What follows belongs to an exercise in optimizing a design on an open flow for small area, a short achievable clock period and few clock cycles per item; a production flow would make more cautious choices.
Where RTL was checked, it was by simulation tests only, not by an equivalence proof against the original.
Power and IR drop assume default switching activity.

==> flow/design.v (excerpt) <==
module interpolating_wavetable_oscillator (
  input  logic                   clk,
  input  logic                   rst_n,
  input  logic                   in_valid,
  output logic                   in_stall,
  input  logic [iwo_pkg::OP_W-1:0]        in_operation,
  input  logic [iwo_pkg::ENTRY_IDX_W-1:0] in_entry_index,
  input  logic [iwo_pkg::ENTRY_VAL_W-1:0] in_entry_value,
  output logic                   out_valid,
  input  logic                   out_stall,
  output logic [iwo_pkg::DAC_W-1:0]       out_dac_word,
  input  logic                   psel,
  input  logic                   penable,
  input  logic                   pwrite,
  input  logic [iwo_pkg::CFG_ADDR_W-1:0]  paddr,
  input  logic [iwo_pkg::CFG_DATA_W-1:0]  pwdata,
  output logic [iwo_pkg::CFG_DATA_W-1:0]  prdata,
  output logic                   pready
);
export LEC_CHECK = 0
export ABC_CLOCK_PERIOD_IN_PS = 3000
export CAP_MARGIN = 20
export CORE_MARGIN = 2
export CORE_UTILIZATION = 60
export CTS_BUF_LIST = sky130_fd_sc_hd__clkbuf_8
export CTS_CLUSTER_DIAMETER = 60
export CTS_CLUSTER_SIZE = 16
export SETUP_SLACK_MARGIN = 3.76
export SLEW_MARGIN = 20
create_clock -name core_clock -period 7.0 [get_ports {clk}]
standard.sh (not shown) runs the stock make flow with config.mk's settings and CLKGATE_MAP_FILE= SYNTH_SCRIPT=/design/flow/synth_recipe.tcl, a recipe that flattens the netlist after the stock synthesis.
==> flow/flow/run.sh <==
#!/bin/bash
# Layout flow: the standard synthesis, then each configuration read-data bit
# (prdata[7:0]) is rebuilt as one gate of its own (see patch_prdata.py), then the standard flow's
# standard layout from floorplan to finish. Each step's full output goes to a log here.
set -euo pipefail
R=orfs/results/sky130hd/interpolating_wavetable_oscillator/base
bash standard.sh synth > log_synth.txt 2>&1
python3 flow/patch_prdata.py $R/1_2_yosys.v > log_patch.txt 2>&1
touch $R/1_2_yosys.v
bash standard.sh > log_layout.txt 2>&1
Other scripts of this flow, unchanged in this note and not shown: flow/flow/patch_prdata.py
Change:
- CORE_UTILIZATION: 60 -> 55
- SETUP_SLACK_MARGIN: 3.76 -> 3.8
=>
- cell count went up by 3.6%
- core utilization went down by 4.3 points
- final area went up by 1.6%
- global-route usage went down by 2.2 points
- worst hold slack improved by 0.031 ns
- clock power went up by about 3%
- sequential share of layout area went down by 0.88 points
- critical path depth does not change
- area after synthesis does not change
- non-clock buffer count went up by 27
- routed wire length went up by 3.3%
No functional check of the RTL was part of any run of this note.

========
Setup of 05-21:
Another version of the RTL of interpolating_wavetable_oscillator (not shown whole).
For scale: ~2,000 cells after synthesis, roughly 660 flip-flops, roughly 110 I/O pins.
Settings: LEC_CHECK=0, ABC_CLOCK_PERIOD_IN_PS=3000, CAP_MARGIN=20, CORE_MARGIN=2, CORE_UTILIZATION=55, SETUP_SLACK_MARGIN=3.8, SLEW_MARGIN=20; clock period 7.0 ns.
run.sh (not shown) runs the stock make flow with config.mk's settings and CLKGATE_MAP_FILE= SYNTH_SCRIPT=/design/flow/synth_recipe.tcl, a recipe that flattens the netlist after the stock synthesis.
Stock flow here: none of the scripts above is used.
--- input diff 05-21..10-02 ---
# 05-21
export LEC_CHECK = 0
export ABC_CLOCK_PERIOD_IN_PS = 3000
export CAP_MARGIN = 20
export CORE_MARGIN = 2
export CORE_UTILIZATION = 55
export SETUP_SLACK_MARGIN = 3.8
export SLEW_MARGIN = 20
create_clock -name core_clock -period 7.0 [get_ports {clk}]
# 10-02
export LEC_CHECK = 0
export CAP_MARGIN = 20
export CORE_MARGIN = 2
export CORE_UTILIZATION = 55
export SLEW_MARGIN = 20
create_clock -name core_clock -period 7.0 [get_ports {clk}]
Findings:
- Delta (10-02 minus 05-21): y dimension of the die roughly the same, part of the power in combinational logic roughly the same.
- 10-02 vs 05-21 on total power after layout: 10-02 is the higher one.
- [10-02] area growth from synthesis to layout fell 3.4 points relative to 05-21
- Final worst slack: 10-02 worse than 05-21
- | length of routed wiring on met1 | 10-02 vs 05-21 | 1.9% lower |
- Timing-limited maximum frequency: 10-02 and 05-21 compared, lower one is 10-02
- Per the comparison of 10-02 with 05-21, global routing met3 resource utilization down 0.19 points, worst hold slack flat, final area down 2.9%.
No functional check of the RTL was part of any run of this note.

========
Another version of the RTL of interpolating_wavetable_oscillator (not shown whole).
Size in the first run: ~1900 cells after synthesis, about 630 flip-flops, roughly 110 I/O pins, ~0.028 sq mm of cells after synthesis.
Design interpolating_wavetable_oscillator, start of the top module:
module interpolating_wavetable_oscillator (
  input  logic                   clk,
  input  logic                   rst_n,
  input  logic                   in_valid,
  output logic                   in_stall,
  input  logic [iwo_pkg::OP_W-1:0]        in_operation,
  input  logic [iwo_pkg::ENTRY_IDX_W-1:0] in_entry_index,
  input  logic [iwo_pkg::ENTRY_VAL_W-1:0] in_entry_value,
  output logic                   out_valid,
  input  logic                   out_stall,
  output logic [iwo_pkg::DAC_W-1:0]       out_dac_word,
  input  logic                   psel,
  input  logic                   penable,
  input  logic                   pwrite,
  input  logic [iwo_pkg::CFG_ADDR_W-1:0]  paddr,
  input  logic [iwo_pkg::CFG_DATA_W-1:0]  pwdata,
  output logic [iwo_pkg::CFG_DATA_W-1:0]  prdata,
  output logic                   pready
);
==> flow/config.mk <==
export PLATFORM = sky130hd
export DESIGN_NAME = interpolating_wavetable_oscillator
export DESIGN_NICKNAME = interpolating_wavetable_oscillator
export VERILOG_FILES = /design/flow/design.v
export SDC_FILE = /design/flow/constraint.sdc
export NUM_CORES = 4
export LEC_CHECK = 0
export ABC_CLOCK_PERIOD_IN_PS = 3000
export CAP_MARGIN = 20
export CORE_MARGIN = 2
export CORE_UTILIZATION = 55
export CTS_BUF_LIST = sky130_fd_sc_hd__clkbuf_8
export CTS_CLUSTER_DIAMETER = 60
export CTS_CLUSTER_SIZE = 16
export SETUP_SLACK_MARGIN = 4.0
export SLEW_MARGIN = 20
==> flow/constraint.sdc <==
create_clock -name core_clock -period 7.0 [get_ports {clk}]
set_input_delay 1.4000 -clock core_clock [delete_from_list [all_inputs] [get_ports {clk}]]
set_output_delay 1.4000 -clock core_clock [all_outputs]
set_load 0.01 [all_outputs]
standard.sh (not shown) runs the stock make flow with config.mk's settings and CLKGATE_MAP_FILE= SYNTH_SCRIPT=/design/flow/synth_recipe.tcl, a recipe that flattens the netlist after the stock synthesis.
Scripts as last shown in full above: flow/flow/run.sh
Other scripts of this flow, unchanged in this note and not shown: flow/flow/patch_prdata.py
Testbench counts at the start, summed over its fixed seeds: cycles 4,416, items 4,096.
Then changed:
--- a/flow/config.mk
+++ b/flow/config.mk
@@ -13,4 +13,4 @@
 export CTS_CLUSTER_DIAMETER = 60
 export CTS_CLUSTER_SIZE = 16
-export SETUP_SLACK_MARGIN = 4.0
+export SETUP_SLACK_MARGIN = 3.8
 export SLEW_MARGIN = 20
Combinational power came out lower by a few percent.
Worst setup slack gets better by 0.024 ns.
Routed wire length falls by a few percent.
Cell area went down by a few percent.
Clock power went down by a few percent.
Utilization drops by 2.3 points.
Die area does not change.

========
interpolating_wavetable_oscillator, a different RTL version from the one above (not shown whole).
For scale: roughly 1900 cells after synthesis, about 660 flip-flops, ~110 I/O pins, ~0.029 mm2 of cells after synthesis.
clock: 7.0 ns
lec_check: 0
abc_clock_period_in_ps: 2000
cap_margin: 20
core_margin: 2
core_utilization: 55
cts_buf_list: sky130_fd_sc_hd__clkbuf_8
cts_cluster_diameter: 60
cts_cluster_size: 16
setup_slack_margin: 4.4
slew_margin: 20
run.sh (not shown) runs the stock make flow with config.mk's settings and CLKGATE_MAP_FILE= SYNTH_SCRIPT=/design/flow/synth_recipe.tcl, a recipe that flattens the netlist after the stock synthesis.
Stock flow here: none of the scripts above is used.
Testbench counts at the start, summed over its fixed seeds: cycles 4,416, items 4,096.
Rerun with:
- ABC_CLOCK_PERIOD_IN_PS: 2000 -> 2500
Result: The new run finished with timing, DRC and antenna clean. Global-route usage stays the same. Die area does not change. Worst setup slack stays the same. Critical path depth stays the same. Synthesized cell count is unchanged. Power is unchanged. Maximum frequency stays the same. Synthesized area stays the same. Final cell count stays the same. Flip-flop and latch count is unchanged.

========
before:
interpolating_wavetable_oscillator, a different RTL version from the one above (not shown whole).
Size in the first run: about 2,000 cells after synthesis, ~700 flip-flops, roughly 0.030 mm2 of cells after synthesis.
Settings: LEC_CHECK=0, ABC_CLOCK_PERIOD_IN_PS=2500, CAP_MARGIN=20, CORE_MARGIN=2, CORE_UTILIZATION=55, CTS_BUF_LIST=sky130_fd_sc_hd__clkbuf_8, CTS_CLUSTER_DIAMETER=60, CTS_CLUSTER_SIZE=16, SETUP_SLACK_MARGIN=4.1, SLEW_MARGIN=20; clock period 7.0 ns.
Modified inputs, after compared to before
Settings: SETUP_SLACK_MARGIN changed from 4.1 to 4.4.
==> comparison <==
In after the internal power component turned out 0.31% higher than in before.
Tightest hold margin ends up higher on before.
There was hardly any difference in net switching fraction of the power between after and before.
Compared with before, after shows total of clock buffers placed in the layout that has gone down slightly.
Global-route wire length before repair was higher in the run labelled after.
Portion of total power attributed to the clock network was lower in the run labelled after.
Delta (after minus before): fmax increased by about 5.4% relative to the old numbers; met2 track demand over resource in global routing increased by 2.6 points relative to the old numbers.
Function was not checked in any run of this note: the RTL went through the layout flow alone.

========
Setup of v23:
The RTL this note starts from:
==> flow/design.v <==
package iwo_pkg;
  localparam int TABLE_SEGMENTS = 36;
  localparam int TABLE_DEPTH    = TABLE_SEGMENTS + 1;
  localparam int SAMPLE_BITS    = 14;
  localparam int FRAC_BITS   = 8;
  localparam int FRAC_ONE    = 1 << FRAC_BITS;
  localparam int PHASE_LIMIT = TABLE_SEGMENTS * FRAC_ONE;
  localparam int PHASE_W     = $clog2(PHASE_LIMIT);
  localparam int PINT_W      = PHASE_W - FRAC_BITS;
  localparam int IDX_W       = $clog2(TABLE_DEPTH);
  localparam int OP_W          = 1;
  localparam int ENTRY_IDX_W   = 6;
  localparam int ENTRY_VAL_W   = 14;
  localparam int INC_W         = 8;
  localparam int DAC_W         = 16;
  localparam logic [DAC_W-1:0] DAC_MASK = 16'hFFC0;
  localparam int WGT_W = FRAC_BITS + 1;
  localparam int SUM_W = SAMPLE_BITS + WGT_W;
  localparam int CFG_ADDR_W = 2;
  localparam int CFG_DATA_W = 32;
  localparam logic [CFG_ADDR_W-1:0] REG_PHASE_INC = 2'd0;
  typedef enum logic [OP_W-1:0] {
    OP_LOAD = 1'b0,
    OP_STEP = 1'b1
  } op_t;
endpackage
module interpolating_wavetable_oscillator (
  input  logic                   clk,
  input  logic                   rst_n,
  input  logic                   in_valid,
  output logic                   in_stall,
  input  logic [iwo_pkg::OP_W-1:0]        in_operation,
  input  logic [iwo_pkg::ENTRY_IDX_W-1:0] in_entry_index,
  input  logic [iwo_pkg::ENTRY_VAL_W-1:0] in_entry_value,
  output logic                   out_valid,
  input  logic                   out_stall,
  output logic [iwo_pkg::DAC_W-1:0]       out_dac_word,
  input  logic                   psel,
  input  logic                   penable,
  input  logic                   pwrite,
  input  logic [iwo_pkg::CFG_ADDR_W-1:0]  paddr,
  input  logic [iwo_pkg::CFG_DATA_W-1:0]  pwdata,
  output logic [iwo_pkg::CFG_DATA_W-1:0]  prdata,
  output logic                   pready
);
  localparam int SEGS = iwo_pkg::TABLE_SEGMENTS;    
  localparam int DEPTH = iwo_pkg::TABLE_DEPTH;      
  localparam int SB = iwo_pkg::SAMPLE_BITS;         
  localparam int FB = iwo_pkg::FRAC_BITS;           
  localparam int IW = iwo_pkg::INC_W;               
  localparam int EIW = iwo_pkg::ENTRY_IDX_W;        
  localparam int CDW = iwo_pkg::CFG_DATA_W;         
  localparam int OW = 10;                           
  logic go;
  logic [IW-1:0] inc_r;
  logic          cfg_wr;
  assign cfg_wr = psel && penable && pwrite && paddr == iwo_pkg::REG_PHASE_INC;
  assign pready = 1'b1;
  assign prdata = (paddr == iwo_pkg::REG_PHASE_INC) ? CDW'(inc_r) : '0;
  always_ff @(posedge clk) begin
    if (!rst_n) inc_r <= '0;
    else if (cfg_wr) inc_r <= pwdata[IW-1:0];
  end
  logic [SB-1:0] tab [DEPTH];
  logic [5:0]    k_r;         
  logic [FB-1:0] f_r;         
  logic [SB-1:0] lo_r, hi_r;  
  logic          v2_r;        
  logic          acc, stepx, loadx, adv, wrap;
  logic [FB:0]   f_sum;
  logic [SB-1:0] rd;          
  assign in_stall = !go;
  assign acc   = go && in_valid && rst_n;
  assign stepx = acc && in_operation[0];
  assign loadx = acc && !in_operation[0];
  assign f_sum = {1'b0, f_r} + (FB + 1)'(inc_r);
  assign adv   = stepx && f_sum[FB];
  assign wrap  = (k_r == 6'(SEGS - 1));
  always_comb begin
    rd = '0;
    for (int j = 0; j < SEGS; j++) begin
      rd = rd | (tab[(j == SEGS - 1) ? 1 : j + 2] & {SB{k_r == 6'(j)}});
    end
  end
  always_ff @(posedge clk) begin
    if (!rst_n) begin
      k_r <= '0;
      f_r <= '0;
    end else begin
      if (stepx) f_r <= f_sum[FB-1:0];
      if (adv) k_r <= wrap ? 6'd0 : k_r + 6'd1;
    end
  end
  always_ff @(posedge clk) begin
    for (int j = 0; j < DEPTH; j++) begin
      if (loadx && in_entry_index == EIW'(j)) tab[j] <= in_entry_value;
    end
  end
  always_ff @(posedge clk) begin
    if (adv) begin
      lo_r <= wrap ? tab[0] : hi_r;
      hi_r <= rd;
    end else if (loadx) begin
      if (in_entry_index == k_r) lo_r <= in_entry_value;
      if (in_entry_index == k_r + 6'd1) hi_r <= in_entry_value;
    end
  end
  always_ff @(posedge clk) begin
    if (!rst_n) v2_r <= 1'b0;
    else if (go) v2_r <= in_valid && in_operation[0];
  end
  localparam int SW = 22;
  logic [SW-1:0] row [9];
  logic [SW-1:0] l1 [6];
  logic [SW-1:0] l2 [4];
  logic [SW-1:0] l3 [3];
  logic [SW-1:0] l4 [2];
  always_comb begin
    for (int j = 0; j < FB; j++) row[j] = SW'(f_r[j] ? hi_r : lo_r) << j;
    row[8] = SW'(lo_r);
    for (int j = 0; j < 3; j++) begin
      l1[2*j] = row[3*j] ^ row[3*j+1] ^ row[3*j+2];
      l1[2*j+1] = ((row[3*j] & row[3*j+1]) | (row[3*j] & row[3*j+2]) | (row[3*j+1] & row[3*j+2])) << 1;
    end
    for (int j = 0; j < 2; j++) begin
      l2[2*j] = l1[3*j] ^ l1[3*j+1] ^ l1[3*j+2];
      l2[2*j+1] = ((l1[3*j] & l1[3*j+1]) | (l1[3*j] & l1[3*j+2]) | (l1[3*j+1] & l1[3*j+2])) << 1;
    end
    l3[0] = l2[0] ^ l2[1] ^ l2[2];
    l3[1] = ((l2[0] & l2[1]) | (l2[0] & l2[2]) | (l2[1] & l2[2])) << 1;
    l3[2] = l2[3];
    l4[0] = l3[0] ^ l3[1] ^ l3[2];
    l4[1] = ((l3[0] & l3[1]) | (l3[0] & l3[2]) | (l3[1] & l3[2])) << 1;
  end
  logic          v3_r;
  logic [SW-1:0] ps_r, pc_r;
  logic [SW-1:0] s;
  logic [OW-1:0] r;
  always_ff @(posedge clk) begin
    if (!rst_n) v3_r <= 1'b0;
    else if (go) v3_r <= v2_r;
  end
  always_ff @(posedge clk) begin
    if (go && v2_r) begin
      ps_r <= l4[0];
      pc_r <= l4[1];
    end
  end
  assign s = ps_r + pc_r;
  assign r = s[21:12];
  logic          ov_r, kv_r;
  logic [OW-1:0] o_r, k_dat_r;
  logic          take;
  assign go   = !kv_r;
  assign take = ov_r && !out_stall;
  always_ff @(posedge clk) begin
    if (!rst_n) begin
      ov_r <= 1'b0;
      kv_r <= 1'b0;
    end else if (kv_r) begin
      if (take) kv_r <= 1'b0;
    end else if (ov_r && !take) begin
      kv_r <= v3_r;
    end else begin
      ov_r <= v3_r;
    end
  end
  always_ff @(posedge clk) begin
    if (kv_r) begin
      if (take) o_r <= k_dat_r;
    end else if (ov_r && !take) begin
      if (v3_r) k_dat_r <= r;
    end else begin
      if (v3_r) o_r <= r;
    end
  end
  assign out_valid    = ov_r;
  assign out_dac_word = {o_r, 6'd0};
endmodule
clock: 7.0 ns
lec_check: 0
abc_clock_period_in_ps: 3000
cap_margin: 20
core_margin: 2
core_utilization: 55
cts_buf_list: sky130_fd_sc_hd__clkbuf_2 sky130_fd_sc_hd__clkbuf_4 sky130_fd_sc_hd__clkbuf_8
setup_slack_margin: 3.8
slew_margin: 20
Testbench counts of v23, summed over its fixed seeds: cycles 4,416, items 4,096.
The inputs of v53 differ from those of v23 as listed below.
Settings: CTS_BUF_LIST now sky130_fd_sc_hd__clkbuf_4, was sky130_fd_sc_hd__clkbuf_2 sky130_fd_sc_hd__clkbuf_4 sky130_fd_sc_hd__clkbuf_8.
==> run summary <==
v53 does worse than v23 on detailed-route wire length. Compared v53 vs v23, and net switching power is up in v53. When the final numbers for v53 and v23 were put side by side, the depth of the worst register-to-register path turned out to be greater in v53. Diff v23..v53 | cell area | negligible.
--- input diff v53..v42 ---
Settings: CTS_CLUSTER_SIZE: unset -> 16; CTS_CLUSTER_DIAMETER: unset -> 60; CTS_BUF_LIST: sky130_fd_sc_hd__clkbuf_4 -> sky130_fd_sc_hd__clkbuf_8.
==> run summary <==
- From v53 to v42 the numbers moved as follows: multi-input logic area went up, number of gates resized after CTS fell about 7%, detail-routed via count per cell increased by 3.8% relative to the old numbers, wire length on met3 fell by about 5%.
- Row number of DRC markers after the initial detailed-route iteration: v42 lower / v53 higher
- Higher proportion of cell area occupied by registers goes to v42 over v53.
- Comparing v53 with v42, the cell area after technology mapping came out essentially unchanged.
- Diff v42..v53 | met1 usage in global routing | negligible
- Relative to v53, the number of buffers other than clock buffers in the final layout measured on v42 has increased by a few percent.
- Compare v42 and v53 | synthesis-to-finish area growth lower: v42

static timing again, ports no longer ideal:
How much do the figures lean on ideal ports? The routed layouts below were timed once more, with nothing changed but the port constraints. Step 1 assumes that a clkbuf_16 drives the clock port and a buf_2 every other input. Step 2 times the ports against the registers' clock, not the clock port: input delays grow and output delays shrink by t, the midpoint of the rising clock arrivals with the driver on. Slacks: ideal ports / drivers / drivers and shift; pairs: ideal ports / drivers.
run | t, ns | setup slack, ns | clock arrival spread, ns | worst data-port slew with drivers (ns)
the first run of note 1 | 0.729 | 3.720 / 3.661 / 3.075 | 0.060 / 0.060 | 0.10
the second run of note 1 | 0.758 | 3.740 / 3.664 / 3.084 | 0.068 / 0.068 | 0.14
05-21 | 0.674 | 3.551 / 3.510 / 3.510 | 0.036 / 0.036 | 0.06
10-02 | 0.672 | 2.747 / 2.718 / 2.718 | 0.031 / 0.032 | 0.07
the first run of note 3 | 0.738 | 3.737 / 3.636 / 3.248 | 0.033 / 0.033 | 0.16
the second run of note 3 | 0.730 | 3.761 / 3.666 / 3.091 | 0.041 / 0.041 | 0.14
the first run of note 4 | 0.754 | 4.159 / 4.159 / 3.585 | 0.055 / 0.055 | 0.05
the second run of note 4 | 0.754 | 4.159 / 4.159 / 3.585 | 0.055 / 0.055 | 0.05
before | 0.742 | 4.101 / 4.105 / 3.392 | 0.046 / 0.045 | 0.05
after | 0.750 | 4.250 / 4.250 / 3.533 | 0.045 / 0.045 | 0.05
v23 | 0.756 | 3.553 / 3.515 / 3.038 | 0.046 / 0.046 | 0.06
v53 | 1.022 | 3.530 / 3.490 / 2.818 | 0.063 / 0.063 | 0.07
v42 | 0.726 | 3.530 / 3.491 / 3.078 | 0.053 / 0.053 | 0.06
After both steps every run listed still meets setup and hold. For after, which loses most, drivers alone change the setup slack by 0.000 ns; drivers and shift together by -0.717 ns.
